What follows belongs to an exercise in optimizing a design on an open flow for small area, a short achievable clock period and few clock cycles; a production flow would make more cautious choices. At most, simulation tests tie the RTL to the original design; equivalence was not proved. No functional check of the RTL was part of runs 2 and 3. Power and IR drop assume default switching activity.

==> design.v <==
`timescale 1ns/100ps
`default_nettype none
module operand_store (
	input  logic                        clk,
	input  logic                        rst,
	input  logic [8-1:0]       mat_we,    
	input  logic                        vec_we,
	input  logic [8-1:0]       wr_col,    
	input  logic [8-1:0]      wr_data,
	input  logic                        start,     
	input  logic [3:0]                  start_n,   
	input  logic                        f_v,
	input  logic [2:0]                  f_row,
	input  logic                        f_half,
	output logic                        op_v,
	output logic                        op_h,
	output logic [4*8-1:0]    op_mat,    
	output logic [4*13-1:0]             op_vec     
);
	logic [8-1:0] mat [8*8];
	logic [8-1:0] vec [8];
	logic [8-1:0] vsnap [8];
	logic [8-1:0]  mrow_ok;
	logic                   vec_ok;
	always_ff @(posedge clk or negedge rst)
	begin
		if (!rst)
		begin
			mrow_ok <= '0;
			vec_ok  <= 1'b0;
		end
		else
		begin
			mrow_ok <= mrow_ok | mat_we;
			if (vec_we)
				vec_ok <= 1'b1;
		end
	end
	always_ff @(posedge clk)
	begin
		for (int r = 0; r < 8; r++)
			for (int c = 0; c < 8; c++)
				if (mat_we[r] && (wr_col[c] || !mrow_ok[r]))
					mat[r*8+c] <= wr_col[c] ? wr_data : '0;
		for (int c = 0; c < 8; c++)
			if (vec_we && (wr_col[c] || !vec_ok))
				vec[c] <= wr_col[c] ? wr_data : '0;
	end
	always_ff @(posedge clk)
	begin
		for (int c = 0; c < 8; c++)
			if (start)
				vsnap[c] <= (vec_ok && (4'(c) < start_n)) ? vec[c] : '0;
	end
	always_ff @(posedge clk or negedge rst)
	begin
		if (!rst)
			op_v <= 1'b0;
		else
			op_v <= f_v;
	end
	logic [8-1:0] vsel [4];
	logic [12:0]            vdig [4];
	always_comb
	begin
		for (int k = 0; k < 4; k++)
		begin
			logic [8:0] b;
			vsel[k] = mrow_ok[f_row] ? vsnap[{f_half, 2'(k)}] : '0;
			b = {vsel[k], 1'b0};
			for (int i = 0; i < 4; i++)
			begin
				vdig[k][i]   = b[2*i+1] ^ b[2*i];                                           
				vdig[k][4+i] = (b[2*i+2] & ~b[2*i+1] & ~b[2*i]) | (~b[2*i+2] & b[2*i+1] & b[2*i]);  
				vdig[k][8+i] = b[2*i+2] & ~(b[2*i+1] & b[2*i]);                              
			end
			vdig[k][12] = b[8];
		end
	end
	always_ff @(posedge clk)
	begin
		op_h   <= f_half;
		for (int k = 0; k < 4; k++)
		begin
			op_mat[k*8 +: 8] <= mat[{f_row, f_half, 2'(k)}];
			op_vec[k*13 +: 13] <= vdig[k];
		end
	end
endmodule
`default_nettype wire
`timescale 1ns/100ps
`default_nettype none
module mul_cs (
	input  logic [7:0]              a,
	input  logic [12:0]             bd,    
	output logic [18-1:0]  s,
	output logic [18-1:0]  c
);
	logic [4:0][18-1:0] r;
	logic [8:0]                  ax;     
	logic [8:0]                  m;
	logic [18-1:0]      l1s, l1c, l2s, l2c;
	always_comb
	begin
		ax = {1'b0, a};
		r  = '0;
		for (int i = 0; i < 4; i++)
		begin
			for (int j = 0; j < 9; j++)
				m[j] = ((bd[i] & ax[j]) | (bd[4+i] & ((j == 0) ? 1'b0 : ax[j-1]))) ^ bd[8+i];
			r[i] = 18'({~bd[8+i], m}) << (2*i);
			if (i > 0)
				r[i][2*i-2] = bd[8+i-1];        
		end
		r[4] = 18'(a & {8{bd[12]}}) << 8;
		r[4][6] = bd[11];
		l1s = r[0] ^ r[1] ^ r[2];
		l1c = ((r[0] & r[1]) | (r[0] & r[2]) | (r[1] & r[2])) << 1;
		l2s = l1s ^ l1c ^ r[3];
		l2c = ((l1s & l1c) | (l1s & r[3]) | (l1c & r[3])) << 1;
		s   = l2s ^ l2c ^ r[4];
		c   = ((l2s & l2c) | (l2s & r[4]) | (l2c & r[4])) << 1;
	end
endmodule
module csa9 (
	input  logic [7:0][20-1:0] x,
	input  logic [20-1:0]      k,
	output logic [20-1:0]      s,
	output logic [20-1:0]      c
);
	logic [5:0][20-1:0] l1;
	logic [3:0][20-1:0] l2;
	logic [2:0][20-1:0] l3;
	always_comb
	begin
		l1[0] = x[0] ^ x[1] ^ x[2];
		l1[1] = ((x[0] & x[1]) | (x[0] & x[2]) | (x[1] & x[2])) << 1;
		l1[2] = x[3] ^ x[4] ^ x[5];
		l1[3] = ((x[3] & x[4]) | (x[3] & x[5]) | (x[4] & x[5])) << 1;
		l1[4] = x[6] ^ x[7] ^ k;
		l1[5] = ((x[6] & x[7]) | (x[6] & k) | (x[7] & k)) << 1;
		l2[0] = l1[0] ^ l1[1] ^ l1[2];
		l2[1] = ((l1[0] & l1[1]) | (l1[0] & l1[2]) | (l1[1] & l1[2])) << 1;
		l2[2] = l1[3] ^ l1[4] ^ l1[5];
		l2[3] = ((l1[3] & l1[4]) | (l1[3] & l1[5]) | (l1[4] & l1[5])) << 1;
		l3[0] = l2[0] ^ l2[1] ^ l2[2];
		l3[1] = ((l2[0] & l2[1]) | (l2[0] & l2[2]) | (l2[1] & l2[2])) << 1;
		l3[2] = l2[3];
		s = l3[0] ^ l3[1] ^ l3[2];
		c = ((l3[0] & l3[1]) | (l3[0] & l3[2]) | (l3[1] & l3[2])) << 1;
	end
endmodule
module add_pp #(
	parameter int W = 20
) (
	input  logic [W-1:0] x,
	input  logic [W-1:0] y,
	output logic [W-1:0] z
);
	localparam int L = 5;  
	logic [L:0][W-1:0] g;
	logic [L:0][W-1:0] p;
	always_comb
	begin
		g[0] = x & y;
		p[0] = x ^ y;
		for (int l = 0; l < L; l++)
			for (int i = 0; i < W; i++)
				if (i >= (1 << l))
				begin
					g[l+1][i] = g[l][i] | (p[l][i] & g[l][i - (1 << l)]);
					p[l+1][i] = p[l][i] & p[l][i - (1 << l)];
				end
				else
				begin
					g[l+1][i] = g[l][i];
					p[l+1][i] = p[l][i];
				end
		z[0] = p[0][0];
		for (int i = 1; i < W; i++)
			z[i] = p[0][i] ^ g[L][i-1];
	end
endmodule
module proc_element (
	input  logic                        clk,
	input  logic                        rst,
	input  logic                        flush,
	input  logic                        commit,
	input  logic                        op_v,
	input  logic                        op_h,
	input  logic [4*8-1:0]    op_mat,
	input  logic [4*13-1:0]             op_vec,
	output logic                        a_v,
	output logic                        a_h,
	output logic [20-1:0]       a_sum      
);
	logic [3:0][18-1:0] ps;
	logic [3:0][18-1:0] pc;
	logic [3:0][18-1:0] ps_q;
	logic [3:0][18-1:0] pc_q;
	logic                   v1, h1;
	logic [7:0][20-1:0] x;
	logic [20-1:0]   s2, c2;
	logic [20-1:0]   s2_q, c2_q;
	logic [18-1:0] acc;
	for (genvar k = 0; k < 4; k++)
	begin : g_mul
		mul_cs u_mul (
			.a (op_mat[k*8 +: 8]),
			.bd (op_vec[k*13 +: 13]),
			.s (ps[k]),
			.c (pc[k])
		);
	end
	always_ff @(posedge clk or negedge rst)
	begin
		if (!rst)
			v1 <= 1'b0;
		else
			v1 <= op_v & ~flush;
	end
	always_ff @(posedge clk)
	begin
		h1   <= op_h;
		ps_q <= ps;
		pc_q <= pc;
	end
	always_comb
	begin
		for (int k = 0; k < 4; k++)
		begin
			x[2*k]   = 20'(ps_q[k]);
			x[2*k+1] = 20'(pc_q[k]);
		end
	end
	csa9 u_csa9 (.x(x), .k(20'hD5800), .s(s2), .c(c2));
	always_ff @(posedge clk or negedge rst)
	begin
		if (!rst)
			a_v <= 1'b0;
		else
			a_v <= v1 & ~flush;
	end
	always_ff @(posedge clk)
	begin
		a_h   <= h1;
		s2_q  <= s2;
		c2_q  <= c2;
	end
	logic [20-1:0] acc_w, cs_s, cs_c;
	assign acc_w = 20'(acc);
	assign cs_s  = acc_w ^ s2_q ^ c2_q;
	assign cs_c  = ((acc_w & s2_q) | (acc_w & c2_q) | (s2_q & c2_q)) << 1;
	add_pp #(.W(20)) u_add (.x(cs_s), .y(cs_c), .z(a_sum));
	always_ff @(posedge clk or negedge rst)
	begin
		if (!rst)
			acc <= '0;
		else if (a_v && !a_h)
			acc <= a_sum[18-1:0];
		else if (commit)
			acc <= '0;
	end
endmodule
`default_nettype wire
`timescale 1ns/100ps
`default_nettype none
module seq_ctrl (
	input  logic                   clk,
	input  logic                   rst,
	input  logic                   cmd_req,
	input  logic [17-1:0]  cmd,
	input  logic                   a_v,
	input  logic                   a_h,
	input  logic                   o_free,    
	output logic                   cmd_ack,
	output logic [8-1:0]  mat_we,    
	output logic                   vec_we,
	output logic [8-1:0]  wr_col,    
	output logic [8-1:0] wr_data,
	output logic                   start,
	output logic [3:0]             start_n,
	output logic                   f_v,
	output logic [2:0]             f_row,
	output logic                   f_half,
	output logic                   flush,
	output logic                   commit,
	output logic [2:0]             c_row      
);
	logic [17-1:0] cq;       
	logic [8-1:0] cq_col;   
	logic [2:0]            wr_row;
	logic                  pend;     
	logic [1:0]            op;
	logic [3:0]            rn;
	logic                  run_ok;
	logic                  apply;
	logic                  mhaz;
	logic                  busy;     
	logic                  fa;       
	logic [2:0]            rf;       
	logic                  hf;       
	logic [2:0]            nm1;      
	logic [2:0]            rc;       
	logic [3:0]            lo;       
	logic                  fa_n, hf_n, fb_n;
	logic [2:0]            rf_n, rc_n;
	logic                  qv;       
	logic [3:0]            qn;       
	logic                  qgo;      
	assign op     = cq[16:15];
	assign rn     = cq[4:1];
	assign run_ok = (op == 2'd2) && (rn != 4'd0) && (rn <= 4'(8));
	assign wr_row  = cq[14:12];
	assign wr_col  = cq_col;
	assign wr_data = cq[8:1];
	assign mhaz  = busy && ({wr_row, cq[11]} >= lo);
	assign qgo   = qv && !busy;
	assign apply = pend && !((op == 2'd0) && (mhaz || qv))
	                    && !((op == 2'd1) && qv && busy)
	                    && !(run_ok && qv);
	always_ff @(posedge clk or negedge rst)
	begin
		if (!rst)
		begin
			mat_we <= '0;
			vec_we <= 1'b0;
		end
		else
		begin
			for (int r = 0; r < 8; r++)
				mat_we[r] <= apply && (op == 2'd0) && (wr_row == 3'(r));
			vec_we <= apply && (op == 2'd1);
		end
	end
	assign start   = qgo || (apply && run_ok && !busy);
	assign start_n = qv ? qn : rn;
	assign commit = a_v & a_h & o_free;
	assign c_row  = rc;
	assign flush  = a_v & a_h & ~o_free;
	assign f_v    = fa & ~flush;
	assign f_row  = rf;
	assign f_half = hf;
	always_ff @(posedge clk)
	begin
		if (!pend)
		begin
			cq <= cmd;
			for (int c = 0; c < 8; c++)
				cq_col[c] <= (cmd[11:9] == 3'(c));
		end
	end
	always_ff @(posedge clk or negedge rst)
	begin
		if (!rst)
		begin
			cmd_ack <= 1'b0;
			pend    <= 1'b0;
		end
		else
		begin
			if (cmd_ack)
				cmd_ack <= cmd_req;
			else if (cmd_req && !pend)
				cmd_ack <= 1'b1;
			if (pend)
				pend <= !apply;
			else
				pend <= cmd_req && !cmd_ack;
		end
	end
	always_ff @(posedge clk or negedge rst)
	begin
		if (!rst)
		begin
			busy <= 1'b0;
			fa   <= 1'b0;
			qv   <= 1'b0;
		end
		else
		begin
			if (qgo)
				qv <= 1'b0;
			else if (apply && run_ok && busy)
				qv <= 1'b1;
			if (start)
				busy <= 1'b1;
			else if (commit && (rc == nm1))
				busy <= 1'b0;
			fa <= fa_n;
		end
	end
	always_comb
	begin
		if (flush || start)
			fa_n = 1'b1;
		else if (fa && hf && (rf == nm1))
			fa_n = 1'b0;
		else
			fa_n = fa;
		if (flush)
		begin
			rf_n = rc;      
			hf_n = 1'b1;
		end
		else if (start)
		begin
			rf_n = 3'd0;
			hf_n = 1'b0;
		end
		else
		begin
			hf_n = ~hf;
			rf_n = rf + {2'd0, hf};
		end
		if (start)
			rc_n = 3'd0;
		else if (commit)
			rc_n = rc + 3'd1;
		else
			rc_n = rc;
		fb_n = ~fa_n | ({rf_n, hf_n} != {rc_n, 1'b0});
	end
	always_ff @(posedge clk)
	begin
		rf <= rf_n;
		hf <= hf_n;
		rc <= rc_n;
		lo <= {rc_n, fb_n};
		if (!qv)
			qn <= rn;
		if (start)
			nm1 <= 3'(start_n - 4'd1);
	end
endmodule
`default_nettype wire
`timescale 1ns/100ps
`default_nettype none
module result_buffer (
	input  logic                    clk,
	input  logic                    rst,
	input  logic                    commit,    
	input  logic [2:0]              row,
	input  logic [20-1:0]   value,
	input  logic                    res_ack,
	output logic                    o_free,
	output logic                    res_req,
	output logic [23-1:0]   res        
);
	logic held;    
	assign o_free = ~res_req & ~held;
	always_ff @(posedge clk or negedge rst)
	begin
		if (!rst)
		begin
			res_req <= 1'b0;
			held    <= 1'b0;
		end
		else
		begin
			if (res_req)
				res_req <= ~res_ack;
			else
				res_req <= ~res_ack & (held | commit);
			held <= ~res_req & res_ack & (held | commit);
		end
	end
	always_ff @(posedge clk)
	begin
		if (commit)
			res <= {row, value};
	end
endmodule
`default_nettype wire
`timescale 1ns/100ps
`default_nettype none
module mvm_top (
	input  logic                   clk,
	input  logic                   rst,
	input  logic                   cmd_req,
	input  logic [17-1:0]  cmd,      
	input  logic                   res_ack,
	output logic                   cmd_ack,
	output logic                   res_req,
	output logic [23-1:0]  res       
);
	logic [8-1:0]     mat_we;
	logic                      vec_we;
	logic [8-1:0]     wr_col;
	logic [8-1:0]    wr_data;
	logic                      start;
	logic [3:0]                start_n;
	logic                      f_v;
	logic [2:0]                f_row;
	logic                      f_half;
	logic                      flush;
	logic                      commit;
	logic                      op_v;
	logic                      op_h;
	logic [4*8-1:0]  op_mat;
	logic [4*13-1:0]           op_vec;
	logic                      a_v;
	logic                      a_h;
	logic [2:0]                c_row;
	logic [20-1:0]     a_sum;
	logic                      o_free;
	seq_ctrl u_seq_ctrl (
		.clk     (clk),
		.rst     (rst),
		.cmd_req (cmd_req),
		.cmd     (cmd),
		.a_v     (a_v),
		.a_h     (a_h),
		.o_free  (o_free),
		.cmd_ack (cmd_ack),
		.mat_we  (mat_we),
		.vec_we  (vec_we),
		.wr_col  (wr_col),
		.wr_data (wr_data),
		.start   (start),
		.start_n (start_n),
		.f_v     (f_v),
		.f_row   (f_row),
		.f_half  (f_half),
		.flush   (flush),
		.commit  (commit),
		.c_row   (c_row)
	);
	operand_store u_operand_store (
		.clk     (clk),
		.rst     (rst),
		.mat_we  (mat_we),
		.vec_we  (vec_we),
		.wr_col  (wr_col),
		.wr_data (wr_data),
		.start   (start),
		.start_n (start_n),
		.f_v     (f_v),
		.f_row   (f_row),
		.f_half  (f_half),
		.op_v    (op_v),
		.op_h    (op_h),
		.op_mat  (op_mat),
		.op_vec  (op_vec)
	);
	proc_element u_proc_element (
		.clk    (clk),
		.rst    (rst),
		.flush  (flush),
		.commit (commit),
		.op_v   (op_v),
		.op_h   (op_h),
		.op_mat (op_mat),
		.op_vec (op_vec),
		.a_v    (a_v),
		.a_h    (a_h),
		.a_sum  (a_sum)
	);
	result_buffer u_result_buffer (
		.clk     (clk),
		.rst     (rst),
		.commit  (commit),
		.row     (c_row),
		.value   (a_sum),
		.res_ack (res_ack),
		.o_free  (o_free),
		.res_req (res_req),
		.res     (res)
	);
endmodule
`default_nettype wire
==> run.sh <==
#!/bin/bash
# synth_recipe.tcl (not shown) runs the flow's synth.tcl, then flattens the netlist and writes it again
# the make line also repeats each setting of config.mk as NAME=value (left out here)
make -C /OpenROAD-flow-scripts/flow DESIGN_CONFIG=/design/flow/config.mk WORK_HOME=/design/flow/orfs CLKGATE_MAP_FILE= SYNTH_SCRIPT=/design/flow/synth_recipe.tcl finish
==> config.mk <==
export PLATFORM = sky130hd
export DESIGN_NAME = mvm_top
export DESIGN_NICKNAME = mvm_top
export VERILOG_FILES = /design/flow/design.v
export SDC_FILE = /design/flow/constraint.sdc
export NUM_CORES = 4
export LEC_CHECK = 0
export ABC_CLOCK_PERIOD_IN_PS = 1500
export CAP_MARGIN = 20
export CORE_MARGIN = 2
export CORE_UTILIZATION = 75
export CTS_CLUSTER_DIAMETER = 80
export CTS_CLUSTER_SIZE = 25
export SETUP_SLACK_MARGIN = 4.4
export SLEW_MARGIN = 20
==> constraint.sdc <==
create_clock -name core_clock -period 7.0 [get_ports {clk}]
set_input_delay 1.4000 -clock core_clock [delete_from_list [all_inputs] [get_ports {clk}]]
set_output_delay 1.4000 -clock core_clock [all_outputs]
set_load 0.01 [all_outputs]
==> metrics.md, run 1 <==
| Metric | Value |
|---|---|
| Run status | no timing/DRC/antenna violations |
| Worst Hold End | u_proc_element.a_h |
| Clk slew on worst S/H paths | 0.09 ns |
| Final worst setup slack | around 4.3 ns |
| IO Port Bufs | 44 |
| Clock Skews | approximately 0.025 ns |
| Critical path class | flop to flop |
| Fmax | 368 MHz |
| CP max FO | 3 |
| Maximum number of pins on one net before global-route repair | 76 |
| Fin crit share | 0.388 |
| Post-DR wirelength/cell | 30.0 um |
| Die Ht | approximately 240 um |
| Max_cap viols | 0 |
| Design Power | around 0.023 W |
| Post-DP HPWL | about 74000 um |
| Synth Cell Area | 0.0429 sq mm |
| CTS root buf | clkbuf_16 |
| Row count | 87 |
| Synth cell types | 74 |
| Internal power | 0.0137 W |
| Leakage | 17.0 nW |
| Max IR drop VDD | 0.452 mV |
| Drt pass-1 iters | 7 |
| Clk Latency, worst-skew pair | between 0.6 and 0.7 ns |
| Syn Area/Cell | about 14 sq um |
| CP required | between 7 and 8 ns |
| CTS Sinks | 986 |
| Post-synth EDFFs | 688 |
| GR Overflow Total | 0 |
| Slew headroom | 0.196 |
| GP Congestion | 0.934 |
| Core Area | about 0.056 sq mm |
| DRT iter0 DRCs | 4192 |
| Sequential area share after synthesis | 0.626 |
| Vias/cell | about 6.9 |
| Async S/R FF share, synth | 0.0467 |
| Total track usage | 0.381 |
| Filler cells | ~2800 |
| Final Util | 0.822 |
| Post-Place Setup Slack | around 3.1 ns |
| RSZ-0062 raised after global routing | true |
| Critical path launch point type | flop |
| Register share of total power | 0.375 |
| Sw Pwr | about 0.0096 W |
| Setup TNS | 0 ns |
| Top Usage Layer GRT | met2 |
| Final Slew Violations | 0 |
| Synth Instances | around 3000 |
| Synth Flop Type | edfxtp_1 |
| Antenna violations before repair | 0 |
| Switch share | 0.412 |
| Met2 Usage GRT | 0.606 |
| Clock share of power | 0.134 |
| Pwr Density | about 500 mW/mm^2 |
| Vias in the first global route | 26000 |
| Worst hold stages | 0 |
| Final setup vio count | 0 |
| Period minus WS final | 2.72 ns |
| Drc violations | 0 |
| HP Start | u_proc_element.h1 |
| Hold Crit Class | flop to flop |
| Worst-Margin Slew | roughly 1.2 ns |
| Comb pwr share | 0.491 |
| Synthesis warning total | 12 |
| Horiz. Die Dim | around 240 um |
| Nets | 3315 |
| CTS tree | built |
| Arrival @ worst endpoint | around 3.1 ns |
| Most frequent cells in the layout | edfxtp_1 (688), a22oi_1 (219), fa_1 (168), dfxtp_1 (168) |
| First-pass GRT wire length | around 160000 um |
| R2R depth | 9 |
| Commonest non-fill, non-tap cell in the layout | edfxtp_1 |
| CTS H-tree lvls | 2 |
| Final WL | 113000 um |
| R2r endpoint | u_result_buffer.res[19] |
| Die Footprint | roughly 0.059 sq mm |
| Routed via count | between 20000 and 30000 |
| Area growth syn-to-layout | 8.34% |
| CTS Buffer Depth | 3 |
| Final ANT Viol Nets | 0 |
| Number of synthesized register bits | 986 |
| Syn_nets | approximately 3300 |
| Global-route met1 utilization | 0.504 |
| Reg2reg start | u_proc_element.acc[2] |
| Met3 Track Usage GR | 0.0877 |
| CTS buffer count | 47 |
| Critical path endpoint category | flop |
| Final Hold Vio Count | 0 |
| Share of cells above drive strength 1 | 0.139 |
| Initial Util | 0.759 |
| I/O Pins | 46 |
| FF-to-FF setup slack | around 4.3 ns |
==> area by class of cell <==
cell class / instances / area, sq um / share of cell area
sequential: 986 / 27000 / 0.582
multi-input combinational: 1665 / 15400 / 0.331
clock buffer: 80 / 1340 / 0.0289
timing repair buffer: 117 / 1040 / 0.0225
tap: 756 / 946 / 0.0204
inverter: 170 / 643 / 0.0138
clock inverter: 7 / 78.8 / 0.00170
antenna: 4 / 10.0 / 0.000216
==> repair_timing <==
action	in CTS	in global routing
cloned	5	2
resized for setup	253	102
setup endpoints to repair	268	157
hold buffers	0	0
setup buffers	18	11
pin swaps	64	45
==> cell families (layout without fill, tap and decap cells) <==
family | count (synthesis) | count (layout) | synth area share
compound gates | 563 | 563 | 0.100
xor+xnor | 171 | 171 | 0.0349
fa+ha+maj | 307 | 307 | 0.122
buf+inv | 340 | 374 | 0.0321
flops | 986 | 986 | 0.626
mux | 58 | 58 | 0.0144
other cells | 0 | 4 | 0
simple gates | 562 | 566 | 0.0695
==> registers in the layout, summed over array words and instances (netlist names), 18 cells and up <==
| register | count |
|---|---|
| u_operand_store.vec | 64 |
| u_operand_store.op_mat | 32 |
| u_proc_element.acc | 18 |
| u_operand_store.op_vec | 52 |
| u_proc_element.s2_q | 19 |
| u_operand_store.mat | 512 |
| u_operand_store.vsnap | 64 |
| u_proc_element.c2_q | 18 |
| u_result_buffer.res | 23 |
| u_proc_element.ps_q | 64 |
| u_proc_element.pc_q | 52 |
==> stage by stage <==
step / instance area, sq um / hold WS, ns / cells
after floorplan: 42900 / 0.310 / 2987
after global placement: 43800 / 0.310 / 3655
after detailed placement: 43900 / 0.312 / 3656
after CTS: 45900 / 0.333 / 3766
after global routing: 46400 / 0.350 / 3781
final: 46400 / 0.333 / 3785
==> worst max path at each step <==
stage                            start                    endpoint  cells after the start
2_1_floorplan         u_seq_ctrl.cq[2]            u_seq_ctrl.rf[1]                      7
3_3_place_gp             u_seq_ctrl.hf  u_operand_store.op_mat[26]                     10
6_report         u_proc_element.acc[2]     u_result_buffer.res[19]                      9
4_1_cts        u_proc_element.pc_q[27]      u_proc_element.s2_q[9]                      6
5_1_grt          u_proc_element.acc[2]      u_proc_element.acc[15]                      9
3_5_place_dp             u_seq_ctrl.hf  u_operand_store.op_mat[26]                     10
==> per-layer routing <==
metal | wire length (um) | vias up
met1 | 38800 | 12900
li1 | - | 10900
met2 | 54000 | 1946
met5 | 0 | -
met4 | 6520 | 0
met3 | 14100 | 408
==> synth_stat cells, types with 23 or more instances <==
cell type	instances	share of area
nor2_1	118	0.010
ha_1	121	0.035
nand3_1	28	0.0033
fa_1	186	0.087
o21ai_0	23	0.0027
a221oi_1	31	0.0063
inv_1	168	0.015
nand2_1	103	0.0090
buf_2	42	0.0049
edfxtp_1	688	0.48
nor3_1	32	0.0037
clkbuf_1	110	0.0096
xnor2_1	157	0.032
dfxtp_1	252	0.12
a21boi_0	72	0.013
a222oi_1	28	0.0065
a22oi_1	220	0.039
a22o_1	39	0.0080
mux2i_1	46	0.011
dfrtp_1	46	0.027
a21oi_1	47	0.0055
and3_1	38	0.0055
and2_1	155	0.023
==> power by group through the flow <==
stage                     sequential [W]  clock, W  combinational [W]
after floorplan                  0.00803         0            0.00723
after global placement           0.00872         0            0.00977
after detailed placement         0.00876         0             0.0102
after CTS                        0.00866   0.00313             0.0108
after global routing             0.00883   0.00332             0.0126
final                            0.00875   0.00314             0.0115
==> critical path: stages, from the launching register on <==
cell	delay (ns)
dfrtp_1	0.41
fa_1	0.55
inv_1	0.08
fa_2	0.35
nand2b_4	0.16
a211oi_4	0.34
o21ai_4	0.14
a21oi_4	0.21
a2111o_1	0.15
nand3_1	0.06
Testbench counts, summed over its fixed seeds: cycles 9,934.
==> run 2, diff against run 1 <==
--- a/design.v
+++ b/design.v
@@ -8,7 +8,7 @@
 	input  logic [8-1:0]       wr_col,    
 	input  logic [8-1:0]      wr_data,
 	input  logic                        start,     
-	input  logic [3:0]                  start_n,   
+	input  logic [2:0]                  n_m1,      
 	input  logic                        f_v,
 	input  logic [2:0]                  f_row,
 	input  logic                        f_half,
@@ -50,7 +50,7 @@
 	begin
 		for (int c = 0; c < 8; c++)
 			if (start)
-				vsnap[c] <= (vec_ok && (4'(c) < start_n)) ? vec[c] : '0;
+				vsnap[c] <= vec_ok ? vec[c] : '0;
 	end
 	always_ff @(posedge clk or negedge rst)
 	begin
@@ -66,7 +66,7 @@
 		for (int k = 0; k < 4; k++)
 		begin
 			logic [8:0] b;
-			vsel[k] = mrow_ok[f_row] ? vsnap[{f_half, 2'(k)}] : '0;
+			vsel[k] = (mrow_ok[f_row] && ({f_half, 2'(k)} <= n_m1)) ? vsnap[{f_half, 2'(k)}] : '0;
 			b = {vsel[k], 1'b0};
 			for (int i = 0; i < 4; i++)
 			begin
@@ -185,7 +185,6 @@
 	input  logic                        clk,
 	input  logic                        rst,
 	input  logic                        flush,
-	input  logic                        commit,
 	input  logic                        op_v,
 	input  logic                        op_h,
 	input  logic [4*8-1:0]    op_mat,
@@ -247,20 +246,18 @@
 		s2_q  <= s2;
 		c2_q  <= c2;
 	end
-	logic [20-1:0] acc_w, cs_s, cs_c;
+	logic [20-1:0]  acc_w, cs_s, cs_c;
+	logic [18-1:0] h0_sum;
+	add_pp #(.W(18)) u_add0 (.x(s2_q[18-1:0]), .y(c2_q[18-1:0]), .z(h0_sum));
+	always_ff @(posedge clk)
+	begin
+		if (a_v && !a_h)
+			acc <= h0_sum;
+	end
 	assign acc_w = 20'(acc);
 	assign cs_s  = acc_w ^ s2_q ^ c2_q;
 	assign cs_c  = ((acc_w & s2_q) | (acc_w & c2_q) | (s2_q & c2_q)) << 1;
 	add_pp #(.W(20)) u_add (.x(cs_s), .y(cs_c), .z(a_sum));
-	always_ff @(posedge clk or negedge rst)
-	begin
-		if (!rst)
-			acc <= '0;
-		else if (a_v && !a_h)
-			acc <= a_sum[18-1:0];
-		else if (commit)
-			acc <= '0;
-	end
 endmodule
 `default_nettype wire
 `timescale 1ns/100ps
@@ -279,7 +276,7 @@
 	output logic [8-1:0]  wr_col,    
 	output logic [8-1:0] wr_data,
 	output logic                   start,
-	output logic [3:0]             start_n,
+	output logic [2:0]             n_m1,      
 	output logic                   f_v,
 	output logic [2:0]             f_row,
 	output logic                   f_half,
@@ -293,6 +290,8 @@
 	logic                  pend;     
 	logic [1:0]            op;
 	logic [3:0]            rn;
+	logic                  cq_run;   
+	logic [3:0]            start_n;
 	logic                  run_ok;
 	logic                  apply;
 	logic                  mhaz;
@@ -302,22 +301,23 @@
 	logic                  hf;       
 	logic [2:0]            nm1;      
 	logic [2:0]            rc;       
-	logic [3:0]            lo;       
-	logic                  fa_n, hf_n, fb_n;
+	logic                  free;     
+	logic                  fa_n, hf_n;
 	logic [2:0]            rf_n, rc_n;
 	logic                  qv;       
 	logic [3:0]            qn;       
 	logic                  qgo;      
 	assign op     = cq[16:15];
 	assign rn     = cq[4:1];
-	assign run_ok = (op == 2'd2) && (rn != 4'd0) && (rn <= 4'(8));
+	assign run_ok = cq_run;
 	assign wr_row  = cq[14:12];
 	assign wr_col  = cq_col;
 	assign wr_data = cq[8:1];
-	assign mhaz  = busy && ({wr_row, cq[11]} >= lo);
-	assign qgo   = qv && !busy;
-	assign apply = pend && !((op == 2'd0) && (mhaz || qv))
-	                    && !((op == 2'd1) && qv && busy)
+	assign mhaz  = busy && ({wr_row, cq[11]} > {rc, 1'b0});
+	assign free  = !busy || (commit && (rc == nm1));
+	assign qgo   = qv && free;
+	assign apply = pend && !((op == 2'd0) && (qv ? !(qgo && ({wr_row, cq[11]} == 4'd0)) : mhaz))
+	                    && !((op == 2'd1) && qv && !qgo)
 	                    && !(run_ok && qv);
 	always_ff @(posedge clk or negedge rst)
 	begin
@@ -333,10 +333,11 @@
 			vec_we <= apply && (op == 2'd1);
 		end
 	end
-	assign start   = qgo || (apply && run_ok && !busy);
+	assign start   = qgo || (apply && run_ok && free);
 	assign start_n = qv ? qn : rn;
 	assign commit = a_v & a_h & o_free;
 	assign c_row  = rc;
+	assign n_m1   = nm1;
 	assign flush  = a_v & a_h & ~o_free;
 	assign f_v    = fa & ~flush;
 	assign f_row  = rf;
@@ -346,6 +347,7 @@
 		if (!pend)
 		begin
 			cq <= cmd;
+			cq_run <= (cmd[16:15] == 2'd2) && (cmd[4:1] != 4'd0) && (cmd[4:1] <= 4'(8));
 			for (int c = 0; c < 8; c++)
 				cq_col[c] <= (cmd[11:9] == 3'(c));
 		end
@@ -381,7 +383,7 @@
 		begin
 			if (qgo)
 				qv <= 1'b0;
-			else if (apply && run_ok && busy)
+			else if (apply && run_ok && !free)
 				qv <= 1'b1;
 			if (start)
 				busy <= 1'b1;
@@ -419,14 +421,12 @@
 			rc_n = rc + 3'd1;
 		else
 			rc_n = rc;
-		fb_n = ~fa_n | ({rf_n, hf_n} != {rc_n, 1'b0});
 	end
 	always_ff @(posedge clk)
 	begin
 		rf <= rf_n;
 		hf <= hf_n;
 		rc <= rc_n;
-		lo <= {rc_n, fb_n};
 		if (!qv)
 			qn <= rn;
 		if (start)
@@ -489,7 +489,7 @@
 	logic [8-1:0]     wr_col;
 	logic [8-1:0]    wr_data;
 	logic                      start;
-	logic [3:0]                start_n;
+	logic [2:0]                n_m1;
 	logic                      f_v;
 	logic [2:0]                f_row;
 	logic                      f_half;
@@ -518,7 +518,7 @@
 		.wr_col  (wr_col),
 		.wr_data (wr_data),
 		.start   (start),
-		.start_n (start_n),
+		.n_m1    (n_m1),
 		.f_v     (f_v),
 		.f_row   (f_row),
 		.f_half  (f_half),
@@ -534,7 +534,7 @@
 		.wr_col  (wr_col),
 		.wr_data (wr_data),
 		.start   (start),
-		.start_n (start_n),
+		.n_m1    (n_m1),
 		.f_v     (f_v),
 		.f_row   (f_row),
 		.f_half  (f_half),
@@ -547,7 +547,6 @@
 		.clk    (clk),
 		.rst    (rst),
 		.flush  (flush),
-		.commit (commit),
 		.op_v   (op_v),
 		.op_h   (op_h),
 		.op_mat (op_mat),
==> metrics.md, run 2 <==
| Metric | Value |
|---|---|
| Die Ht | around 250 um |
| RSZ-0062 raised after global routing | true |
| Area growth syn-to-layout | 8.20% |
| Total track usage | 0.381 |
| Crit path from | u_proc_element.acc[2] |
| Final setup vio count | 0 |
| Die Footprint | 0.0600 sq mm |
| HP Start | u_proc_element.h1 |
| Fin crit share | 0.396 |
| Run status | no timing/DRC/antenna violations |
| Final Hold Vio Count | 0 |
| Fmax | around 360 MHz |
| Post-DP HPWL | approximately 75000 um |
| Sequential area share after synthesis | 0.618 |
| Design Power | about 0.025 W |
| Maximum number of pins on one net before global-route repair | 73 |
| Fin cells | between 3000 and 4000 |
| Area leader, netlist | edfxtp_1 |
| Top reg by flops | u_operand_store.mat |
| Row count | about 90 |
| Main area contributors after synthesis | edfxtp_1 (49%), dfxtp_1 (11%), fa_1 (8.6%), ha_1 (3.9%), xnor2_1 (3.4%) |
| Critical Path Max Stage Delay | a little under 0.5 ns |
| Number of synthesized register bits | 985 |
| Antenna violations before repair | 6 |
| Sw Pwr | slightly above 0.01 W |
| Synth Instances | between 3000 and 4000 |
| GR Overflow Total | 0 |
| Max IR drop VDD | about 0.52 mV |
| Hold_buf cts | 0 |
| Clock share of power | 0.127 |
| CTS Buffer Depth | 3 |
| Leakage | 17.1 nW |
| Critical path class | flop to flop |
| Vias/cell | approximately 6.8 |
| CP required | roughly 7.4 ns |
| Final WL | 113000 um |
| Clock Skews | between 0.03 and 0.04 ns |
| Reg2reg start | u_proc_element.acc[2] |
| Post-DR wirelength/cell | approximately 29 um |
| Final Slew Violations | 0 |
| Share of cells above drive strength 1 | 0.141 |
| Arrival @ worst endpoint | ~3.2 ns |
| CTS buffer count | 47 |
| Max reg flops | roughly 510 |
| Internal power | ~0.014 W |
| Critical path endpoint category | flop |
| DP Cell Count | ~3800 |
| Top cells by count, synth | edfxtp_1 (707), dfxtp_1 (250), fa_1 (187) |
| Synth cell types | 71 |
| Synthesis warning total | 13 |
| Setup TNS | 0 ns |
| Core Area | between 0.05 and 0.06 sq mm |
| DRT iter0 DRCs | 3438 |
| Slew headroom | 0.127 |
| Async S/R FF share, synth | 0.0284 |
| CTS root buf | clkbuf_16 |
| Horiz. Die Dim | between 200 and 250 um |
| GP Congestion | 0.934 |
| First-pass GRT wire length | about 170000 um |
| Drc violations | 0 |
| Drt pass-1 iters | 9 |
| Worst-Margin Slew | roughly 1.3 ns |
| Clk slew on worst S/H paths | around 0.090 ns |
| IO Port Bufs | 44 |
| Nets | 3425 |
| Final ANT Viol Nets | 0 |
| Comb pwr share | 0.496 |
| Vias in the first global route | between 20000 and 30000 |
| Register share of total power | 0.377 |
| Max_cap viols | 0 |
| Crit-path cells | fa_1 > fa_2 > a211oi_2 > nor2_2 > o31ai_2 > buf_4 > a21oi_4 > and4_4 > a211oi_2 > xnor2_1 |
| CTS Sinks | 985 |
| Hold Crit Class | flop to flop |
| Critical path launch point type | flop |
| Syn Area/Cell | around 14 sq um |
| Syn_nets | ~3400 |
| Clk Latency, worst-skew pair | about 0.63 ns |
| Most frequent CP cell | a211oi_2 |
| Slowest-stage cell, CP | fa_1 |
| Period minus WS final | 2.77 ns |
| CP max FO | 3 |
| Post-synth EDFFs | between 700 and 800 |
| Most frequent cells in the layout | edfxtp_1 (707), fa_1 (176), a22oi_1 (170) |
| CTS H-tree lvls | 2 |
| Synth Flop Type | edfxtp_1 |
| I/O Pins | 46 |
| Pwr Density | approximately 520 mW/mm^2 |
| Top-count cell post-synth | edfxtp_1 |
| Switch share | 0.415 |
| Commonest non-fill, non-tap cell in the layout | edfxtp_1 |
| CTS tree | built |
| Share of the synthesized area in the top cell type | 0.487 |
| Routed via count | 26600 |
| Synth Cell Area | roughly 0.044 sq mm |
| Initial Util | 0.757 |
[run 2: changes by cell type after synthesis, sizes merged, moves of 14 or more]
cell / change
and2: +15
dfrtp: -18
o21ai: +17
a41oi: +16
and3: -26
a22o: +14
clkbuf: +15
a22oi: -50
a21oi: +15
nor2: +26
ha: +16
edfxtp: +19
[run 2: worst paths after layout]
| check | to | slack [ns] | cells after the start |
|---|---|---|---|
| max | u_result_buffer.res[17] | 4.23 | 10 |
| min | u_proc_element.a_h | 0.34 | 0 |
| max reg2reg | u_result_buffer.res[17] | 4.23 | 10 |
| min reg2reg | u_proc_element.a_h | 0.34 | 0 |
| max in group asynchronous | u_result_buffer.res_req | 5.50 | 2 |
| min in group asynchronous | u_seq_ctrl.cmd_ack | 1.18 | 2 |
[run 2: area by class of cell]
class | instances | area, sq um
Timing Repair Buffer | 134 | 1160
Tap cell | 765 | 957
Clock inverter | 8 | 82.6
Fill cell | 3043 | 10400
Sequential cell | 985 | 27100
Inverter | 175 | 661
Multi-Input combinational cell | 1737 | 15800
Clock buffer | 78 | 1320
Antenna cell | 4 | 10.0
[run 2: logic make-up after synthesis]
kind of cell	Yosys count	synth area share
AO/OA/AOI/OAI	581	0.100
adder cells (fa/ha/maj)	324	0.125
flip-flops	985	0.618
AND/OR/NAND/NOR	570	0.0680
multiplexers	80	0.0199
buffers and inverters	352	0.0321
XOR/XNOR	182	0.0366
[run 2: metrics by stage]
step | utilization | setup WS, ns | hold slack (ns) | instance area [sq um]
final | 0.819 | 4.23 | 0.339 | 47100
after global routing | 0.819 | 4.12 | 0.351 | 47100
after CTS | 0.811 | 4.11 | 0.345 | 46700
after detailed placement | 0.778 | 3.35 | 0.317 | 44800
after global placement | 0.777 | 3.43 | 0.314 | 44700
after floorplan | - | 3.91 | 0.310 | 43600
[run 2: power groups by stage]
| stage | logic (W) | clock network, W | registers, W |
|---|---|---|---|
| 3_5_place_dp | 0.0109 | 0 | 0.00936 |
| 6_report | 0.0122 | 0.00313 | 0.00930 |
| 3_3_place_gp | 0.0105 | 0 | 0.00930 |
| 4_1_cts | 0.0116 | 0.00312 | 0.00920 |
| 5_1_grt | 0.0135 | 0.00330 | 0.00936 |
| 2_1_floorplan | 0.00808 | 0 | 0.00838 |
[run 2: per-layer routing]
metal	global-route usage	routed length (um)	vias to the layer above	share of wire
met3	0.0856	13700	477	0.12
met4	0.247	8290	2	0.073
met2	0.606	53500	1995	0.47
met5	0	10	-	0.000088
met1	0.476	37800	13000	0.33
li1	-	-	11200	-
[run 2: timing repair]
action / in CTS / in global routing
setup endpoints to repair: 231 / 97
setup buffers: 21 / 10
pin swaps: 52 / 39
gates resized for setup: 252 / 105
[run 2: worst max-delay path, delay by kind of cell (launching register included)]
kind,cells,cell delay (ns)
adder cells (fa/ha/maj),2,0.90
AND/OR/NAND/NOR,2,0.26
AO/OA/AOI/OAI,4,0.74
buffers and inverters,1,0.17
flip-flops,1,0.39
XOR/XNOR,1,0.09
==> run 3, diff against run 2 <==
--- a/config.mk
+++ b/config.mk
@@ -13,3 +13,5 @@
 export CTS_CLUSTER_SIZE = 25
 export SETUP_SLACK_MARGIN = 4.4
 export SLEW_MARGIN = 20
+export SYNTH_HIERARCHICAL = 1
+export SYNTH_MINIMUM_KEEP_SIZE = 1500
==> metrics.md, run 3 <==
| Metric | Value |
|---|---|
| Top cells by count, synth | edfxtp_1 (707), inv_1 (272), dfxtp_1 (250) |
| Crit path buffers/inverters | 1 |
| Share of cells above drive strength 1 | 0.124 |
| Final Util | 0.814 |
| GP Congestion | roughly 1 |
| CP max FO | 50 |
| Clock share of power | 0.129 |
| CTS root buf | clkbuf_16 |
| DP Cell Count | 3956 |
| RSZ-0062 raised after global routing | true |
| Area growth syn-to-layout | 7.24% |
| Fin cells | slightly above 4000 |
| Final Slew Violations | 0 |
| Arrival @ worst endpoint | between 3 and 4 ns |
| Run status | no timing/DRC/antenna violations |
| Synth cell types | 94 |
| Slowest-stage cell, CP | nor2_1 |
| Register share of total power | 0.372 |
| Switch share | 0.433 |
| Area leader, netlist | edfxtp_1 |
| Max_cap viols | 0 |
| Period minus WS final | 2.75 ns |
| Synthesis warning total | 19 |
| Max reg flops | 512 |
| Critical path endpoint category | flop |
| Number of synthesized register bits | 985 |
| Async S/R FF share, synth | 0.0284 |
| Crit-path cells | clkbuf_8 > nor2_1 > nand2_4 > a41oi_1 |
| Hold Crit Class | flop to flop |
| Clk slew on worst S/H paths | ~0.1 ns |
| CTS Sinks | about 1000 |
| Internal power | approximately 0.014 W |
| Vias in the first global route | approximately 28000 |
| CTS H-tree lvls | 2 |
| Final Hold Vio Count | 0 |
| Die Footprint | ~0.062 sq mm |
| Setup TNS | 0 ns |
| Antenna violations before repair | 3 |
| Critical path launch point type | flop |
| Pwr Density | 513 mW/mm^2 |
| Routed via count | around 28000 |
| Main area contributors after synthesis | edfxtp_1 (47%), dfxtp_1 (11%), fa_1 (8.4%), xnor2_1 (3.5%), ha_1 (3.5%) |
| Top reg by flops | u_operand_store.mat |
| Final WL | 121000 um |
| FF-to-FF setup slack | between 4 and 5 ns |
| Synth Cell Area | between 0.04 and 0.05 sq mm |
| Synth Flop Type | edfxtp_1 |
| CP required | ~7.5 ns |
| Post-synth EDFFs | 707 |
| GR Overflow Total | 0 |
| Sequential area share after synthesis | 0.601 |
| Max IR drop VDD | around 0.65 mV |
| Clk Latency, worst-skew pair | ~0.65 ns |
| Final ANT Viol Nets | 0 |
| Post-DP HPWL | between 80000 and 90000 um |
| Drc violations | 0 |
| Core Area | 0.0590 sq mm |
| Synth Instances | around 3300 |
| Most frequent cells in the layout | edfxtp_1 (707), inv_1 (262), dfxtp_1 (187) |
| Critical path class | flop to flop |
| Fmax | about 360 MHz |
| DRT iter0 DRCs | ~4300 |
| Drt pass-1 iters | 7 |
| Horiz. Die Dim | 248 um |
| Syn_nets | approximately 3600 |
| Row count | 89 |
| Comb pwr share | 0.499 |
| Share of the synthesized area in the top cell type | 0.474 |
| Final setup vio count | 0 |
| Top-count cell post-synth | edfxtp_1 |
| Vias/cell | between 6 and 7 |
| Post-DR wirelength/cell | between 20 and 30 um |
| IO Port Bufs | 44 |
| CTS tree | built |
| Initial Util | 0.759 |
| Critical Path Max Stage Delay | about 0.75 ns |
| Crit path max-delay family | simple AND/OR/NAND/NOR gates |
| Total track usage | 0.391 |
| Sw Pwr | 0.0107 W |
| Die Ht | between 200 and 250 um |
| Slew headroom | 0.172 |
| Worst-Margin Slew | around 1.2 ns |
| I/O Pins | between 40 and 50 |
| Commonest non-fill, non-tap cell in the layout | edfxtp_1 |
| CTS Buffer Depth | 3 |
| Maximum number of pins on one net before global-route repair | 65 |
| CTS buffer count | 48 |
| Fin crit share | 0.393 |
| Clock Skews | about 0.046 ns |
| Syn Area/Cell | about 14 sq um |
| Nets | about 3600 |
| First-pass GRT wire length | 177000 um |
| Leakage | 17.7 nW |
-- run 3: changes by cell type after synthesis, moves of 12 or more --
cell,change
inv_1,+97
a21oi_1,+31
mux2i_1,+31
a22o_1,-27
a41oi_1,-23
o22ai_1,+23
a221oi_1,-21
a222oi_1,-21
a32oi_1,+16
buf_4,+16
clkbuf_1,-16
nand2_1,+14
ha_1,-12
-- run 3: logic make-up after synthesis --
group                    count (synthesis)  share of synthesized area
AO/OA/AOI/OAI                          622                      0.103
XOR/XNOR                               193                     0.0377
adder cells (fa/ha/maj)                312                      0.118
buffers and inverters                  461                     0.0428
flip-flops                             985                      0.601
multiplexers                           124                     0.0308
AND/OR/NAND/NOR                        568                     0.0661
-- run 3: worst reg2reg max path: cells and delay by family (launching register included) --
family          cells  cell delay, ns
flops               1            0.33
compound gates      1            0.59
simple gates        2            1.37
buf+inv             1            0.28
-- run 3: what timing repair did --
action,CTS,global route
setup buffers,19,14
pin swaps,13,9
hold buffers,0,0
setup endpoints to repair,200,111
gates resized for setup,197,76
-- run 3: final cells by class --
type / instances / area [sq um]
clock inverter: 12 / 134
clock buffer: 77 / 1330
fill: 3162 / 11000
tap: 773 / 967
inverter: 277 / 1050
sequential: 985 / 27100
timing repair buffer: 135 / 1140
antenna: 6 / 15.0
multi-input combinational: 1819 / 16400
-- run 3: final timing paths --
check / endpoint / cells after the start / start
worst max-delay path: u_operand_store.op_mat[9] / 4 / u_seq_ctrl.rf[0]
worst min-delay path: u_proc_element.h1 / 0 / u_operand_store.op_h
worst max register to register: u_operand_store.op_mat[9] / 4 / u_seq_ctrl.rf[0]
worst min register to register: u_proc_element.h1 / 0 / u_operand_store.op_h
max in group asynchronous: u_result_buffer.res_req / 2 / rst
min in group asynchronous: u_operand_store.mrow_ok[5] / 2 / rst
-- run 3: layer usage --
metal | vias to the layer above | global-route usage | wire length [um]
li1 | 11600 | - | -
met1 | 13500 | 0.483 | 40100
met2 | 2173 | 0.619 | 56700
met3 | 534 | 0.112 | 16000
met4 | 4 | 0.230 | 8490
met5 | - | 0 | 24
-- run 3: power groups by stage --
stage	registers (W)	clock network (W)	logic, W
2_1_floorplan	0.00832	0	0.00810
3_3_place_gp	0.00919	0	0.0108
3_5_place_dp	0.00925	0	0.0113
4_1_cts	0.00905	0.00316	0.0118
5_1_grt	0.00922	0.00336	0.0134
6_report	0.00915	0.00318	0.0123
-- run 3: stage by stage --
stage          hold slack [ns]  cell area (sq um)  setup slack (ns)  total power, W
2_1_floorplan            0.310              44800              4.43          0.0164
3_3_place_gp             0.312              45800              3.66          0.0200
3_5_place_dp             0.325              45900              3.63          0.0205
4_1_cts                  0.347              47700              4.32          0.0240
5_1_grt                  0.352              48000              4.19          0.0260
6_report                 0.342              48100              4.25          0.0246
-- run 3: per-module statistics from Yosys, one instance, submodules excluded --
module | area (sq um) | cells | times used | flops+latches
operand_store | 28300 | 1782 | 1 | 735
proc_element | 13700 | 1299 | 1 | 175
mvm_top | 2890 | 184 | 1 | 75
==> run 4, diff against run 3 <==
--- a/design.v
+++ b/design.v
@@ -246,18 +246,16 @@
 		s2_q  <= s2;
 		c2_q  <= c2;
 	end
-	logic [20-1:0]  acc_w, cs_s, cs_c;
-	logic [18-1:0] h0_sum;
-	add_pp #(.W(18)) u_add0 (.x(s2_q[18-1:0]), .y(c2_q[18-1:0]), .z(h0_sum));
+	logic [18-1:0] h_sum;
+	logic [18-1:0] h1_sum;
+	add_pp #(.W(18)) u_add0 (.x(s2_q[18-1:0]), .y(c2_q[18-1:0]), .z(h_sum));
 	always_ff @(posedge clk)
 	begin
 		if (a_v && !a_h)
-			acc <= h0_sum;
+			acc <= h_sum;
+		h1_sum <= h_sum;
 	end
-	assign acc_w = 20'(acc);
-	assign cs_s  = acc_w ^ s2_q ^ c2_q;
-	assign cs_c  = ((acc_w & s2_q) | (acc_w & c2_q) | (s2_q & c2_q)) << 1;
-	add_pp #(.W(20)) u_add (.x(cs_s), .y(cs_c), .z(a_sum));
+	add_pp #(.W(20)) u_add (.x(20'(acc)), .y(20'(h1_sum)), .z(a_sum));
 endmodule
 `default_nettype wire
 `timescale 1ns/100ps
@@ -282,6 +280,7 @@
 	output logic                   f_half,
 	output logic                   flush,
 	output logic                   commit,
+	output logic                   load,      
 	output logic [2:0]             c_row      
 );
 	logic [17-1:0] cq;       
@@ -336,12 +335,22 @@
 	assign start   = qgo || (apply && run_ok && free);
 	assign start_n = qv ? qn : rn;
 	assign commit = a_v & a_h & o_free;
-	assign c_row  = rc;
 	assign n_m1   = nm1;
 	assign flush  = a_v & a_h & ~o_free;
 	assign f_v    = fa & ~flush;
 	assign f_row  = rf;
 	assign f_half = hf;
+	always_ff @(posedge clk or negedge rst)
+	begin
+		if (!rst)
+			load <= 1'b0;
+		else
+			load <= commit;
+	end
+	always_ff @(posedge clk)
+	begin
+		c_row <= rc;
+	end
 	always_ff @(posedge clk)
 	begin
 		if (!pend)
@@ -439,16 +448,25 @@
 module result_buffer (
 	input  logic                    clk,
 	input  logic                    rst,
-	input  logic                    commit,    
+	input  logic                    load,      
 	input  logic [2:0]              row,
 	input  logic [20-1:0]   value,
 	input  logic                    res_ack,
-	output logic                    o_free,
+	output logic                    o_free,    
 	output logic                    res_req,
 	output logic [23-1:0]   res        
 );
 	logic held;    
-	assign o_free = ~res_req & ~held;
+	logic res_req_n, held_n;
+	always_comb
+	begin
+		if (res_req)
+			res_req_n = ~res_ack;
+		else
+			res_req_n = ~res_ack & (held | load);
+		held_n = ~res_req & res_ack & (held | load);
+	end
+	assign o_free = ~res_req_n & ~held_n;
 	always_ff @(posedge clk or negedge rst)
 	begin
 		if (!rst)
@@ -458,16 +476,13 @@
 		end
 		else
 		begin
-			if (res_req)
-				res_req <= ~res_ack;
-			else
-				res_req <= ~res_ack & (held | commit);
-			held <= ~res_req & res_ack & (held | commit);
+			res_req <= res_req_n;
+			held    <= held_n;
 		end
 	end
 	always_ff @(posedge clk)
 	begin
-		if (commit)
+		if (load)
 			res <= {row, value};
 	end
 endmodule
@@ -495,6 +510,7 @@
 	logic                      f_half;
 	logic                      flush;
 	logic                      commit;
+	logic                      load;
 	logic                      op_v;
 	logic                      op_h;
 	logic [4*8-1:0]  op_mat;
@@ -524,6 +540,7 @@
 		.f_half  (f_half),
 		.flush   (flush),
 		.commit  (commit),
+		.load    (load),
 		.c_row   (c_row)
 	);
 	operand_store u_operand_store (
@@ -558,7 +575,7 @@
 	result_buffer u_result_buffer (
 		.clk     (clk),
 		.rst     (rst),
-		.commit  (commit),
+		.load    (load),
 		.row     (c_row),
 		.value   (a_sum),
 		.res_ack (res_ack),
--- a/config.mk
+++ b/config.mk
@@ -13,5 +13,3 @@
 export CTS_CLUSTER_SIZE = 25
 export SETUP_SLACK_MARGIN = 4.4
 export SLEW_MARGIN = 20
-export SYNTH_HIERARCHICAL = 1
-export SYNTH_MINIMUM_KEEP_SIZE = 1500
==> metrics.md, run 4 <==
| Metric | Value |
|---|---|
| R2r endpoint | u_operand_store.op_mat[22] |
| Critical path endpoint category | flop |
| Horiz. Die Dim | roughly 250 um |
| Number of synthesized register bits | ~1000 |
| Maximum number of pins on one net before global-route repair | between 50 and 60 |
| I/O Pins | 46 |
| Area leader, netlist | edfxtp_1 |
| Die Footprint | 0.0605 sq mm |
| Pwr Density | 496 mW/mm^2 |
| Final WL | approximately 120000 um |
| Design Power | 0.0234 W |
| Final Slew Violations | 0 |
| Core Area | about 0.058 sq mm |
| Hold Crit Class | flop to flop |
| Reg2reg start | u_seq_ctrl.hf |
| Fin cells | between 3000 and 4000 |
| Synthesis warning total | 13 |
| GR Overflow Total | 0 |
| Worst-Margin Slew | between 1 and 1.5 ns |
| Leakage | 17.2 nW |
| Syn_nets | 3467 |
| Top reg by flops | u_operand_store.mat |
| GP Congestion | approximately 0.96 |
| Area growth syn-to-layout | 7.67% |
| DP Cell Count | between 3000 and 4000 |
| DRT iter0 DRCs | roughly 4500 |
| Clock share of power | 0.135 |
| Met3 Track Usage GR | 0.105 |
| Clock Skews | around 0.064 ns |
| Critical path launch point type | flop |
| Post-synth EDFFs | around 710 |
| Worst hold stages | 0 |
| Max reg flops | about 510 |
| CTS root buf | clkbuf_16 |
| Syn Area/Cell | roughly 14 sq um |
| Total track usage | 0.389 |
| Hold Slack | 0.341 ns |
| CTS Buffer Depth | 3 |
| Synth Cell Area | 0.0439 sq mm |
| CTS tree | built |
| Share of cells above drive strength 1 | 0.120 |
| Met2 Usage GRT | 0.605 |
| Synth Flop Type | edfxtp_1 |
| Synth Instances | approximately 3100 |
| Drc violations | 0 |
| Top-count cell post-synth | edfxtp_1 |
| Worst Hold End | u_proc_element.a_h |
| Post-DR wirelength/cell | between 20 and 30 um |
| Vias/cell | 7.01 |
| HP Start | u_proc_element.h1 |
| Period minus WS final | roughly 2.7 ns |
| R2R depth | 9 |
| Die Ht | around 250 um |
| Vias in the first global route | about 28000 |
| CP max FO | 24 |
| Global-route met1 utilization | 0.491 |
| Setup TNS | 0 ns |
| Internal power | around 0.014 W |
| Async S/R FF share, synth | 0.0289 |
| Clk Latency, worst-skew pair | between 0.6 and 0.7 ns |
| Final Hold Vio Count | 0 |
| Nets | approximately 3500 |
| Fmax | 372 MHz |
| Max_cap viols | 0 |
| Main area contributors after synthesis | edfxtp_1 (48%), dfxtp_1 (12%), fa_1 (7.7%), ha_1 (3.8%), xnor2_1 (3.6%) |
| Register share of total power | 0.397 |
| Comb pwr share | 0.468 |
| Synth cell types | 77 |
| Clk slew on worst S/H paths | ~0.090 ns |
| FF-to-FF setup slack | between 4 and 5 ns |
| Share of the synthesized area in the top cell type | 0.483 |
| Switch share | 0.413 |
| IO Port Bufs | 43 |
| Arrival @ worst endpoint | 3.19 ns |
| CTS H-tree lvls | 2 |
| Post-DP HPWL | roughly 77000 um |
| Commonest non-fill, non-tap cell in the layout | edfxtp_1 |
| Initial Util | 0.759 |
| Critical path class | flop to flop |
| RSZ-0062 raised after global routing | true |
| Most frequent cells in the layout | edfxtp_1 (706), dfxtp_1 (186), xnor2_1 (179) |
| Sw Pwr | between 0.009 and 0.01 W |
| Slew headroom | 0.171 |
| CP required | roughly 7.5 ns |
| Final setup vio count | 0 |
| Final Util | 0.817 |
| Drt pass-1 iters | 7 |
| First-pass GRT wire length | 171000 um |
| Final ANT Viol Nets | 0 |
| Row count | 88 |
| Top Usage Layer GRT | met2 |
| Run status | no timing/DRC/antenna violations |
| Top cells by count, synth | edfxtp_1 (706), dfxtp_1 (268), xnor2_1 (181) |
| Max IR drop VDD | between 0.4 and 0.5 mV |
| CTS buffer count | 46 |
| Fin crit share | 0.384 |
| Sequential area share after synthesis | 0.622 |
| Antenna violations before repair | 2 |
| Routed via count | roughly 28000 |
| CTS Sinks | roughly 1000 |
==> run 4: cells by family (layout without fill, tap and decap cells) <==
| group | after synthesis | in the layout | synth area share |
|---|---|---|---|
| AOI/OAI and AO/OA | 612 | 612 | 0.101 |
| other | 1 | 5 | 0.0000854 |
| adders and majority gates | 302 | 302 | 0.115 |
| muxes | 85 | 85 | 0.0208 |
| DFF | 1003 | 1003 | 0.622 |
| and+or+nand+nor | 596 | 598 | 0.0705 |
| xor gates and xnor gates | 189 | 189 | 0.0377 |
| buffers and inverters | 356 | 376 | 0.0332 |
==> run 4: routing by layer <==
metal  vias up  part of all wire
li1      11400                 -
met1     13400              0.33
met2      2311              0.46
met3       546              0.14
met4         0             0.075
met5         -                 0
==> run 4: worst max-delay path: stages (launching register included) <==
cell,delay (ns)
dfxtp_4,0.43
buf_16,0.20
ha_1,0.23
buf_8,0.30
clkinv_8,0.15
nor2_2,0.41
a32oi_1,0.10
nor2_1,0.13
a21oi_1,0.07
a41oi_1,0.48
==> run 4: power by group through the flow <==
stage          Sequential (W)  Combinational [W]  Clock (W)
2_1_floorplan         0.00832            0.00754          0
4_1_cts               0.00917             0.0108    0.00313
5_1_grt               0.00936             0.0120    0.00334
3_3_place_gp          0.00925            0.00977          0
3_5_place_dp          0.00931             0.0102          0
6_report              0.00930             0.0110    0.00316
==> run 4: how the worst max path moves through the flow <==
stage,slack (ns),from,end,depth (start not counted)
after floorplan,3.75,res_ack,u_operand_store.vsnap[0][0],4
after global placement,3.26,res_ack,u_operand_store.vsnap[2][3],6
after detailed placement,3.19,res_ack,u_operand_store.vsnap[6][5],6
after CTS,4.40,u_seq_ctrl.hf,u_operand_store.op_mat[13],10
after global routing,4.35,u_seq_ctrl.hf,u_operand_store.op_mat[22],9
final,4.32,u_seq_ctrl.hf,u_operand_store.op_mat[22],9
==> run 4: area by class of cell <==
| class | count | area, sq um |
|---|---|---|
| clock inverter | 5 | 96.3 |
| tap | 765 | 957 |
| fill | 3049 | 10600 |
| multi-input combinational | 1787 | 15500 |
| sequential | 1003 | 27400 |
| timing repair buffer | 124 | 1260 |
| inverter | 167 | 642 |
| clock buffer | 80 | 1320 |
| antenna | 4 | 10.0 |
==> run 4: stage by stage <==
| stage | worst slack, ns | area, sq um |
|---|---|---|
| detailed placement | 3.19 | 44800 |
| CTS | 4.40 | 47000 |
| global placement | 3.26 | 44800 |
| global route | 4.35 | 47200 |
| floorplan | 3.75 | 43900 |
| finish | 4.32 | 47300 |
==> run 4: repair_timing <==
item,4_1_cts,5_1_grt
hold buffers,0,0
cloned,6,1
buffers inserted,31,4
setup endpoints to repair,205,134
pin swaps,40,22
gates resized for setup,228,78
Testbench counts of run 4, summed over its fixed seeds: cycles 9,863.
==> run 5, diff against run 4 <==
--- a/design.v
+++ b/design.v
@@ -12,6 +12,7 @@
 	input  logic                        f_v,
 	input  logic [2:0]                  f_row,
 	input  logic                        f_half,
+	input  logic [15:0]                 f_sel,     
 	output logic                        op_v,
 	output logic                        op_h,
 	output logic [4*8-1:0]    op_mat,    
@@ -77,12 +78,22 @@
 			vdig[k][12] = b[8];
 		end
 	end
+	logic [8-1:0] mat_rd [4];
+	always_comb
+	begin
+		for (int k = 0; k < 4; k++)
+		begin
+			mat_rd[k] = '0;
+			for (int i = 0; i < 16; i++)
+				mat_rd[k] = mat_rd[k] | (mat[i*4+k] & {8{f_sel[i]}});
+		end
+	end
 	always_ff @(posedge clk)
 	begin
 		op_h   <= f_half;
 		for (int k = 0; k < 4; k++)
 		begin
-			op_mat[k*8 +: 8] <= mat[{f_row, f_half, 2'(k)}];
+			op_mat[k*8 +: 8] <= mat_rd[k];
 			op_vec[k*13 +: 13] <= vdig[k];
 		end
 	end
@@ -278,6 +289,7 @@
 	output logic                   f_v,
 	output logic [2:0]             f_row,
 	output logic                   f_half,
+	output logic [15:0]            f_sel,     
 	output logic                   flush,
 	output logic                   commit,
 	output logic                   load,      
@@ -435,6 +447,8 @@
 	begin
 		rf <= rf_n;
 		hf <= hf_n;
+		for (int i = 0; i < 16; i++)
+			f_sel[i] <= ({rf_n, hf_n} == 4'(i));
 		rc <= rc_n;
 		if (!qv)
 			qn <= rn;
@@ -508,6 +522,7 @@
 	logic                      f_v;
 	logic [2:0]                f_row;
 	logic                      f_half;
+	logic [15:0]               f_sel;
 	logic                      flush;
 	logic                      commit;
 	logic                      load;
@@ -538,6 +553,7 @@
 		.f_v     (f_v),
 		.f_row   (f_row),
 		.f_half  (f_half),
+		.f_sel   (f_sel),
 		.flush   (flush),
 		.commit  (commit),
 		.load    (load),
@@ -555,6 +571,7 @@
 		.f_v     (f_v),
 		.f_row   (f_row),
 		.f_half  (f_half),
+		.f_sel   (f_sel),
 		.op_v    (op_v),
 		.op_h    (op_h),
 		.op_mat  (op_mat),
==> metrics.md, run 5 <==
| Metric | Value |
|---|---|
| Run status | no timing/DRC/antenna violations |
| Post-DP HPWL | roughly 69000 um |
| Die Ht | ~240 um |
| HP Start | u_operand_store.op_h |
| Share of the synthesized area in the top cell type | 0.489 |
| Max reg flops | approximately 500 |
| Critical path class | flop to output port |
| Max IR drop VDD | 0.403 mV |
| GR Overflow Total | 0 |
| Period minus WS final | roughly 2.6 ns |
| Post-synth EDFFs | between 700 and 800 |
| Fin crit share | 0.378 |
| Clock Skews | approximately 0.043 ns |
| Setup TNS | 0 ns |
| First-pass GRT wire length | roughly 160000 um |
| Nets | between 3000 and 4000 |
| Vias in the first global route | between 20000 and 30000 |
| IO Port Bufs | 43 |
| Max_cap viols | 0 |
| Top reg by flops | u_operand_store.mat |
| Antenna violations before repair | 6 |
| Final Slew Violations | 0 |
| Horiz. Die Dim | about 240 um |
| DP Cell Count | 3645 |
| Fmax | 378 MHz |
| Main area contributors after synthesis | edfxtp_1 (49%), dfxtp_1 (13%), fa_1 (7.8%), ha_1 (3.8%), xnor2_1 (3.5%) |
| Slowest-stage cell, CP | edfxtp_1 |
| CTS root buf | clkbuf_16 |
| Die Footprint | 0.0598 sq mm |
| Switch share | 0.383 |
| Vias/cell | approximately 6.8 |
| Synth Instances | 2949 |
| CP max FO | 1 |
| Worst Hold End | u_proc_element.h1 |
| Post-DR wirelength/cell | 28.2 um |
| FF+latch area | 0.0278 sq mm |
| Top-count cell post-synth | edfxtp_1 |
| Sw Pwr | ~0.0076 W |
| Initial Util | 0.755 |
| Sequential area share after synthesis | 0.637 |
| FF-to-FF setup slack | around 4.4 ns |
| Internal power | ~0.012 W |
| Top cells by count, synth | edfxtp_1 (706), dfxtp_1 (284), xnor2_1 (171) |
| R2r endpoint | u_proc_element.s2_q[7] |
| Maximum number of pins on one net before global-route repair | 55 |
| Share of cells above drive strength 1 | 0.115 |
| Final ANT Viol Nets | 0 |
| Crit path max-delay family | flip-flops |
| Comb pwr share | 0.379 |
| Synth cell types | 76 |
| Commonest non-fill, non-tap cell in the layout | edfxtp_1 |
| Slew headroom | 0.159 |
| CTS Sinks | between 1000 and 1500 |
| Clk slew on worst S/H paths | about 0.09 ns |
| I/O Pins | 46 |
| RSZ-0062 raised after global routing | true |
| Fin cells | around 3700 |
| Drt pass-1 iters | 8 |
| Critical path launch point type | flop |
| Reg2reg start | u_proc_element.ps_q[43] |
| Crit-path cells | buf_6 |
| Crit path buffers/inverters | 1 |
| Drc violations | 0 |
| Number of synthesized register bits | 1019 |
| CTS buffer count | 47 |
| R2R depth | 6 |
| Core Area | approximately 0.057 sq mm |
| Synth Flop Type | edfxtp_1 |
| Area growth syn-to-layout | 6.78% |
| Worst-Margin Slew | 1.26 ns |
| Syn_nets | 3269 |
| Pwr Density | 427 mW/mm^2 |
| Async S/R FF share, synth | 0.0285 |
| Clk Latency, worst-skew pair | 0.66 ns |
| CTS tree | built |
| CTS Buffer Depth | 3 |
| CP required | around 5.6 ns |
| Leakage | 16.9 nW |
| Syn Area/Cell | around 15 sq um |
| Critical path endpoint category | output port |
| Hold Crit Class | flop to flop |
| Synthesis warning total | 14 |
| Hold_buf cts | 0 |
| Critical Path Max Stage Delay | roughly 0.44 ns |
| Final setup vio count | 0 |
| CTS H-tree lvls | 2 |
| Synth Cell Area | between 0.04 and 0.05 sq mm |
| Total track usage | 0.360 |
| GP Congestion | roughly 0.9 |
| Final WL | 106000 um |
| Most frequent cells in the layout | edfxtp_1 (706), dfxtp_1 (181), xnor2_1 (169) |
| Clock share of power | 0.157 |
| Row count | just under 90 |
| Arrival @ worst endpoint | about 1.3 ns |
| Register share of total power | 0.463 |
| DRT iter0 DRCs | around 3400 |
| Filler cells | 3101 |
| Area leader, netlist | edfxtp_1 |
| Footprint of the multi-input gates | 0.0147 sq mm |
| Final Hold Vio Count | 0 |
| Routed via count | between 20000 and 30000 |
| Worst hold stages | 0 |
[run 5: cell count changes in the layout (fill, tap and decap cells not counted), moves of 29 or more]
cell / before / now
mux2i_1: 63 / 34
nand2_1: 114 / 78
a21oi_1: 82 / 39
a22oi_1: 161 / 112
o21ai_0: 65 / 21
a221oi_1: 43 / 129
a22o_1: 24 / 129
nor2_1: 141 / 97
[run 5: layout make-up]
type	count	area share
flip-flops and latches	1019	0.600
multi-input cells	1608	0.317
clock buffers	78	0.0284
well taps	765	0.0207
repair buffers	99	0.0184
inverters	164	0.0133
clock inverters	8	0.00195
diodes	5	0.000270
[run 5: worst max path at each step]
| stage | from | to | slack [ns] | cells after the start |
|---|---|---|---|---|
| after floorplan | res_ack | u_seq_ctrl.rf[0] | 2.98 | 6 |
| after global placement | res_ack | u_seq_ctrl.rf[0] | 3.14 | 8 |
| after detailed placement | res_ack | u_seq_ctrl.rf[0] | 3.07 | 8 |
| after CTS | u_result_buffer.res[21] | res[21] | 4.36 | 1 |
| after global routing | u_proc_element.ps_q[43] | u_proc_element.s2_q[7] | 4.34 | 6 |
| final | u_result_buffer.res[21] | res[21] | 4.35 | 1 |
[run 5: repair_timing]
action,4_1_cts,5_1_grt
setup endpoints to repair,138,60
pin swaps,43,22
resized for setup,166,71
gates cloned,2,0
setup buffers,5,3
[run 5: metrics by stage]
step | hold WS [ns] | util | total power (W) | area [sq um] | setup WS, ns
after floorplan | 0.310 | - | 0.0137 | 43400 | 2.98
after global placement | 0.311 | 0.774 | 0.0161 | 44500 | 3.14
after detailed placement | 0.313 | 0.775 | 0.0165 | 44600 | 3.07
after CTS | 0.334 | 0.801 | 0.0196 | 46100 | 4.36
after global routing | 0.342 | 0.806 | 0.0209 | 46300 | 4.34
final | 0.336 | 0.806 | 0.0198 | 46300 | 4.35
[run 5: power groups by stage]
stage,combinational [W],sequential (W),clock [W]
global placement,0.00699,0.00915,0
CTS,0.00741,0.00906,0.00313
finish,0.00751,0.00917,0.00311
floorplan,0.00545,0.00824,0
detailed placement,0.00732,0.00918,0
global route,0.00834,0.00924,0.00333
[run 5: layer usage]
metal | wire length, um | GRT usage
met2 | 50400 | 0.576
met3 | 12900 | 0.0785
met1 | 37100 | 0.483
met4 | 5320 | 0.163
met5 | 0 | 0
[run 5: kinds of logic (layout without fill, tap and decap cells)]
group	after synthesis	in the layout	synth area share
DFF	1019	1019	0.637
adders and majority gates	299	299	0.116
other	1	6	0.0000865
and+or+nand+nor	497	497	0.0638
xor gates and xnor gates	184	184	0.0372
buffers and inverters	322	349	0.0288
AOI/OAI and AO/OA	585	585	0.108
muxes	42	42	0.0104
Testbench counts of run 5, summed over its fixed seeds: cycles 9,863.

port drivers added, routing unchanged:
The flow's constraints put no driver on any port. The routed layouts listed below were extracted and timed again, unchanged, in two steps. Step 1, drivers: a clkbuf_16 drives clk and a buf_2 each remaining input, both assumed. Step 2 also shifts input and output timing later by t, the mid clock arrival at the registers, as if the neighbouring blocks saw the same clock. Three values: no drivers, after step 1, after step 2; two values: the first two.
run	shift t [ns]	slack for setup (ns)
run 1	0.684	4.283 / 4.283 / 4.283
run 2	0.689	4.231 / 4.231 / 4.231
run 3	0.693	4.251 / 4.251 / 4.251
run 4	0.702	4.315 / 4.315 / 3.749
run 5	0.702	4.353 / 4.289 / 3.757
After both steps every run listed still meets setup and hold.
